This is an optimization exercise on Yosys and OpenROAD, whose aim is small area, not a production implementation. The RTL was checked by simulation tests, not by an equivalence proof against the original design. Power figures rest on the tool's default switching activity, not on a simulated workload. The clock port is modelled as an ideal driver; clocking choices that lean on that would not hold on a real chip.

run 1:
// regfile_sb
module regfile_sb #(
  parameter int DATA_W   = 32,
  parameter int ADDR_W   = 5,
  parameter int ZERO_REG = 1
) (
  input  logic              clk,
  input  logic              reset,
  input  logic [ADDR_W-1:0] rd_addr_1,
  input  logic [ADDR_W-1:0] rd_addr_2,
  output logic [DATA_W-1:0] rd_data_1,
  output logic [DATA_W-1:0] rd_data_2,
  output logic              rd_pend_1,
  output logic              rd_pend_2,
  input  logic              wr_en,
  input  logic [ADDR_W-1:0] wr_addr,
  input  logic [DATA_W-1:0] wr_data,
  input  logic              iss_en,
  input  logic [ADDR_W-1:0] iss_addr,
  output logic              iss_stall,
  output logic [ADDR_W:0]   pend_cnt
);
Size: roughly 1000 flip-flops, about 130 I/O pins, ~40000 um^2 of cells after synthesis.
export LEC_CHECK = 0
export CAP_MARGIN = 5
export CORE_MARGIN = 2
export CORE_UTILIZATION = 50
export PLACE_DENSITY = 0.6
export SLEW_MARGIN = 5
export SYNTH_HIERARCHICAL = 1
create_clock -name core_clock -period 6.0 [get_ports {clk}]
standard.sh (not shown) runs the stock make flow with config.mk's settings and CLKGATE_MAP_FILE= SYNTH_SCRIPT=/design/flow/synth_recipe.tcl, a recipe that flattens the netlist after the stock synthesis.
==> flow/flow/run.sh <==
#!/bin/bash
# Own flow: the standard layout, with synthesis remapped by an
# area-oriented ABC script (registers are unchanged: dfflibmap runs first),
# clock tree synthesis without dummy loads, and a small buffer on each port.
set -euo pipefail
HERE=$(pwd)
export MY_ABC_SCRIPT=$HERE/flow/nf.abc
bash standard.sh SYNTH_SCRIPT=$HERE/flow/my_synth.tcl synth > $HERE/flow_synth.log 2>&1
CTS="-sink_clustering_enable -repair_clock_nets -dont_use_dummy_load -buf_list {sky130_fd_sc_hd__clkbuf_16} -sink_clustering_size 30 -sink_clustering_max_diameter 100"
bash standard.sh "CTS_ARGS=$CTS" "BUFFER_PORTS_ARGS=-buffer_cell sky130_fd_sc_hd__buf_1" finish > $HERE/flow_finish.log 2>&1
==> flow/flow/my_synth.tcl <==
# The standard flow's synthesis (synth_recipe.tcl) with one change: every abc call uses
# the area-oriented mapping script given by MY_ABC_SCRIPT.
proc synth {args} { yosys synth -nofsm -noshare {*}$args }
proc abc {args} {
  set i [lsearch -exact $args -script]
  if {$i >= 0} { lset args [expr {$i+1}] $::env(MY_ABC_SCRIPT) }
  yosys abc {*}$args
}
source $::env(SCRIPTS_DIR)/synth.tcl
# left out here: clear keep_hierarchy, flatten, clean up, hide names made inside functions, write 1_2_yosys.v
==> flow/flow/nf.abc <==
&get -n; &nf -R 1000; &put
What run 2 does differently from run 1 at the input level:
diff --git a/flow/flow/run.sh b/flow/flow/run.sh
--- a/flow/flow/run.sh
+++ b/flow/flow/run.sh
@@ -9 +9 @@
-CTS="-sink_clustering_enable -repair_clock_nets -dont_use_dummy_load -buf_list {sky130_fd_sc_hd__clkbuf_16} -sink_clustering_size 30 -sink_clustering_max_diameter 100"
+CTS="-sink_clustering_enable -repair_clock_nets -dont_use_dummy_load -buf_list {sky130_fd_sc_hd__clkbuf_8} -sink_clustering_size 14 -sink_clustering_max_diameter 60"
==> flow/flow/nf.abc <==
&get -n; &st; &synch2; &nf -R 1000; &put
## What came out
- Any difference in power per cell area between run 1 and run 2 is small enough to ignore.
- Changes observed in run 2 relative to run 1: core utilization went up by 1.0 points; clock distribution power went up by 5.8%; horizontal extent of the die was more or less identical; first-pass GRT wire length was more or less identical; number of non-filler instances in the completed layout went up by 51.
Edits applied to the flow inputs when going from run 2 to run 3:
Settings: CAP_MARGIN changed from 5 to 20; SLEW_MARGIN changed from 5 to 20; CORE_UTILIZATION changed from 50 to 45.
==> flow/flow/run.sh <==
#!/bin/bash
# Own flow: the standard layout, with synthesis remapped by an
# area-oriented ABC script (registers are unchanged: dfflibmap runs first).
set -euo pipefail
HERE=$(pwd)
export MY_ABC_SCRIPT=$HERE/flow/nf.abc
bash standard.sh SYNTH_SCRIPT=$HERE/flow/my_synth.tcl synth > $HERE/flow_synth.log 2>&1
bash standard.sh finish > $HERE/flow_finish.log 2>&1
==> flow/flow/nf.abc <==
&get -n; &nf -R 1000; &put
[summary]
The final report for run 3 shows a completed flow and a layout that fails verification, specifically negative setup slack. Run 3 ended up with clkdlybuf4s50_1 as its slowest cell on the critical path; run 2 ended up with nor2_4. The portion of total power attributed to combinational logic number comes out lower for run 3 vs run 2. Placement-stage cell area came out higher on run 3 than on run 2. Final area in run 3 is about 10% above run 2. Looking at run 3 and run 2, the worst hold slack across all endpoints is a wash. Power ends up lower on run 2. NOTE: starting DRC count in detailed routing in run 3 exceeds that of run 2. Compared with run 2, in run 3 area added between synthesis and finish increased by 10 points relative to the old numbers; least setup slack across all paths after layout decreased by 0.55 ns relative to the old numbers; cell depth of the worst setup path increased by 3 relative to the old numbers; met1 demand-to-capacity share in global routing decreased by 3.2 points relative to the old numbers.
The inputs of run 4 differ from those of run 3 as listed below.
Settings: changing SLEW_MARGIN from 20 to 5; changing CAP_MARGIN from 20 to 5; changing PLACE_DENSITY from 0.6 to 0.55.
diff --git a/flow/flow/run.sh b/flow/flow/run.sh
--- a/flow/flow/run.sh
+++ b/flow/flow/run.sh
@@ -3 +3,2 @@
-# area-oriented ABC script (registers are unchanged: dfflibmap runs first).
+# area-oriented ABC script (registers are unchanged: dfflibmap runs first),
+# clock tree synthesis without dummy loads, and a small buffer on each port.
@@ -8 +9,2 @@
-bash standard.sh finish > $HERE/flow_finish.log 2>&1
+CTS="-sink_clustering_enable -repair_clock_nets -dont_use_dummy_load -buf_list {sky130_fd_sc_hd__clkbuf_8} -sink_clustering_size 14 -sink_clustering_max_diameter 60"
+bash standard.sh "CTS_ARGS=$CTS" "BUFFER_PORTS_ARGS=-buffer_cell sky130_fd_sc_hd__buf_1" finish > $HERE/flow_finish.log 2>&1
Findings:
Relative to run 3, global-route total usage across every layer has increased by 0.71 points in run 4.
Run 4 vs. run 3: worst hold slack has increased; area growth from synthesis to final layout -11 points; count of antenna-violating nets left after detailed routing flat; final wirelength rose by 1.6%.
Summary of run 3 and run 4: one run falls short of a clean finish, namely run 3.
Launching instance or port of the critical path = rd_addr_1[3]: run 4; launching instance or port of the critical path = rd_addr_1[4]: run 3
Between run 3 and run 4, the total I/O pin count does not differ in any meaningful way.


## job 3884
regfile_sb again, from the RTL that the note above started with.
Settings: LEC_CHECK=0, CAP_MARGIN=20, CORE_MARGIN=2, CORE_UTILIZATION=50, CTS_BUF_LIST=sky130_fd_sc_hd__clkbuf_8, CTS_CLUSTER_DIAMETER=60, CTS_CLUSTER_SIZE=14, PLACE_DENSITY=0.6, SETUP_SLACK_MARGIN=0.3, SLEW_MARGIN=20, SYNTH_HIERARCHICAL=1; clock period 6.0 ns.
run.sh (not shown) runs the stock make flow with config.mk's settings and CLKGATE_MAP_FILE= SYNTH_SCRIPT=/design/flow/synth_recipe.tcl, a recipe that flattens the netlist after the stock synthesis.
Stock flow here: none of the scripts above is used.
Input-level comparison between job 376 and job 3884:
# job 3884
export LEC_CHECK = 0
export CAP_MARGIN = 20
export CORE_MARGIN = 2
export CORE_UTILIZATION = 50
export CTS_BUF_LIST = sky130_fd_sc_hd__clkbuf_8
export CTS_CLUSTER_DIAMETER = 60
export CTS_CLUSTER_SIZE = 14
export PLACE_DENSITY = 0.6
export SETUP_SLACK_MARGIN = 0.3
export SLEW_MARGIN = 20
export SYNTH_HIERARCHICAL = 1
create_clock -name core_clock -period 6.0 [get_ports {clk}]
# job 376
export LEC_CHECK = 0
export CAP_MARGIN = 5
export CORE_MARGIN = 2
export CORE_UTILIZATION = 50
export PLACE_DENSITY = 0.6
export SLEW_MARGIN = 5
export SYNTH_HIERARCHICAL = 1
create_clock -name core_clock -period 6.0 [get_ports {clk}]
==> flow/flow/run.sh (new file) <==
#!/bin/bash
# Own flow: the standard layout, with synthesis remapped by an
# area-oriented ABC script (registers are unchanged: dfflibmap runs first),
# clock tree synthesis without dummy loads, and a small buffer on each port.
set -euo pipefail
HERE=$(pwd)
export MY_ABC_SCRIPT=$HERE/flow/nf.abc
bash standard.sh SYNTH_SCRIPT=$HERE/flow/my_synth.tcl synth > $HERE/flow_synth.log 2>&1
CTS="-sink_clustering_enable -repair_clock_nets -dont_use_dummy_load -buf_list {sky130_fd_sc_hd__clkbuf_8} -sink_clustering_size 14 -sink_clustering_max_diameter 60"
bash standard.sh "CTS_ARGS=$CTS" "BUFFER_PORTS_ARGS=-buffer_cell sky130_fd_sc_hd__buf_1" finish > $HERE/flow_finish.log 2>&1
==> flow/flow/my_synth.tcl (new file) <==
# The standard flow's synthesis (synth_recipe.tcl) with one change: every abc call uses
# the area-oriented mapping script given by MY_ABC_SCRIPT.
proc synth {args} { yosys synth -nofsm -noshare {*}$args }
proc abc {args} {
  set i [lsearch -exact $args -script]
  if {$i >= 0} { lset args [expr {$i+1}] $::env(MY_ABC_SCRIPT) }
  yosys abc {*}$args
}
source $::env(SCRIPTS_DIR)/synth.tcl
# left out here: clear keep_hierarchy, flatten, clean up, hide names made inside functions, write 1_2_yosys.v
==> flow/flow/nf.abc (new file) <==
&get -n; &nf -R 1000; &put
==> flow/standard.sh (new file) <==
#!/bin/bash
# synth_recipe.tcl (not shown) runs the flow's synth.tcl, then flattens the netlist and writes it again
# the make line also repeats each setting of config.mk as NAME=value (left out here)
make -C /OpenROAD-flow-scripts/flow DESIGN_CONFIG=/design/flow/config.mk WORK_HOME=/design/flow/orfs CLKGATE_MAP_FILE= SYNTH_SCRIPT=/design/flow/synth_recipe.tcl "${@:-finish}"
removed: flow/run.sh
### Flow results
- The flow did not stop early for job 376: all stages ran, and the layout cleared the timing, design-rule and antenna checks.
- met2 wire length down about 7% in job 376 wrt job 3884
- Power share of the combinational group: job 376 and job 3884 compared, lower one is job 376
- Ratio of final minimum period to clock period (job 376 over job 3884): decrease, 4.3 points
- Biggest cell category by area in the final layout = multi-input gates: job 3884; biggest cell category by area in the final layout = sequential cells: job 376
- On peak supply drop, job 3884 loses to job 376.

==> static timing again, ports no longer ideal <==
The flow's constraints put no driver on any port. The routed layouts listed below were extracted and timed again, unchanged, in two steps.
Step 1 sets driving cells, clkbuf_16 on the clock port and buf_2 on the other inputs (assumed; they add their load-dependent delay and slew).
Step 2 times the ports against the registers' clock, not the clock port: input delays grow and output delays shrink by t, the midpoint of the rising clock arrivals with the driver on.
Slacks: ideal / step 1 / step 2; pairs: ideal / step 1.
| run | shift t [ns] | slack for setup (ns) | clock arrival spread, ns | worst slew at a driven data input, ns |
|---|---|---|---|---|
| run 1 | 0.698 | 0.318 / 0.277 / 0.203 | 0.082 / 0.081 | 0.13 |
| run 2 | 0.784 | 0.439 / 0.348 / 0.348 | 0.085 / 0.085 | 0.11 |
| run 3 | 0.764 | -0.108 / -0.155 / -0.155 | 0.024 / 0.025 | 0.13 |
| run 4 | 0.860 | 0.159 / 0.035 / 0.035 | 0.123 / 0.123 | 0.15 |
| job 3884 | 0.830 | 0.096 / 0.073 / 0.073 | 0.049 / 0.049 | 0.17 |
| job 376 | 0.788 | 0.352 / 0.319 / 0.301 | 0.080 / 0.080 | 0.12 |
For run 4, which loses most, drivers alone change the setup slack by -0.124 ns; drivers and shift together by -0.124 ns.
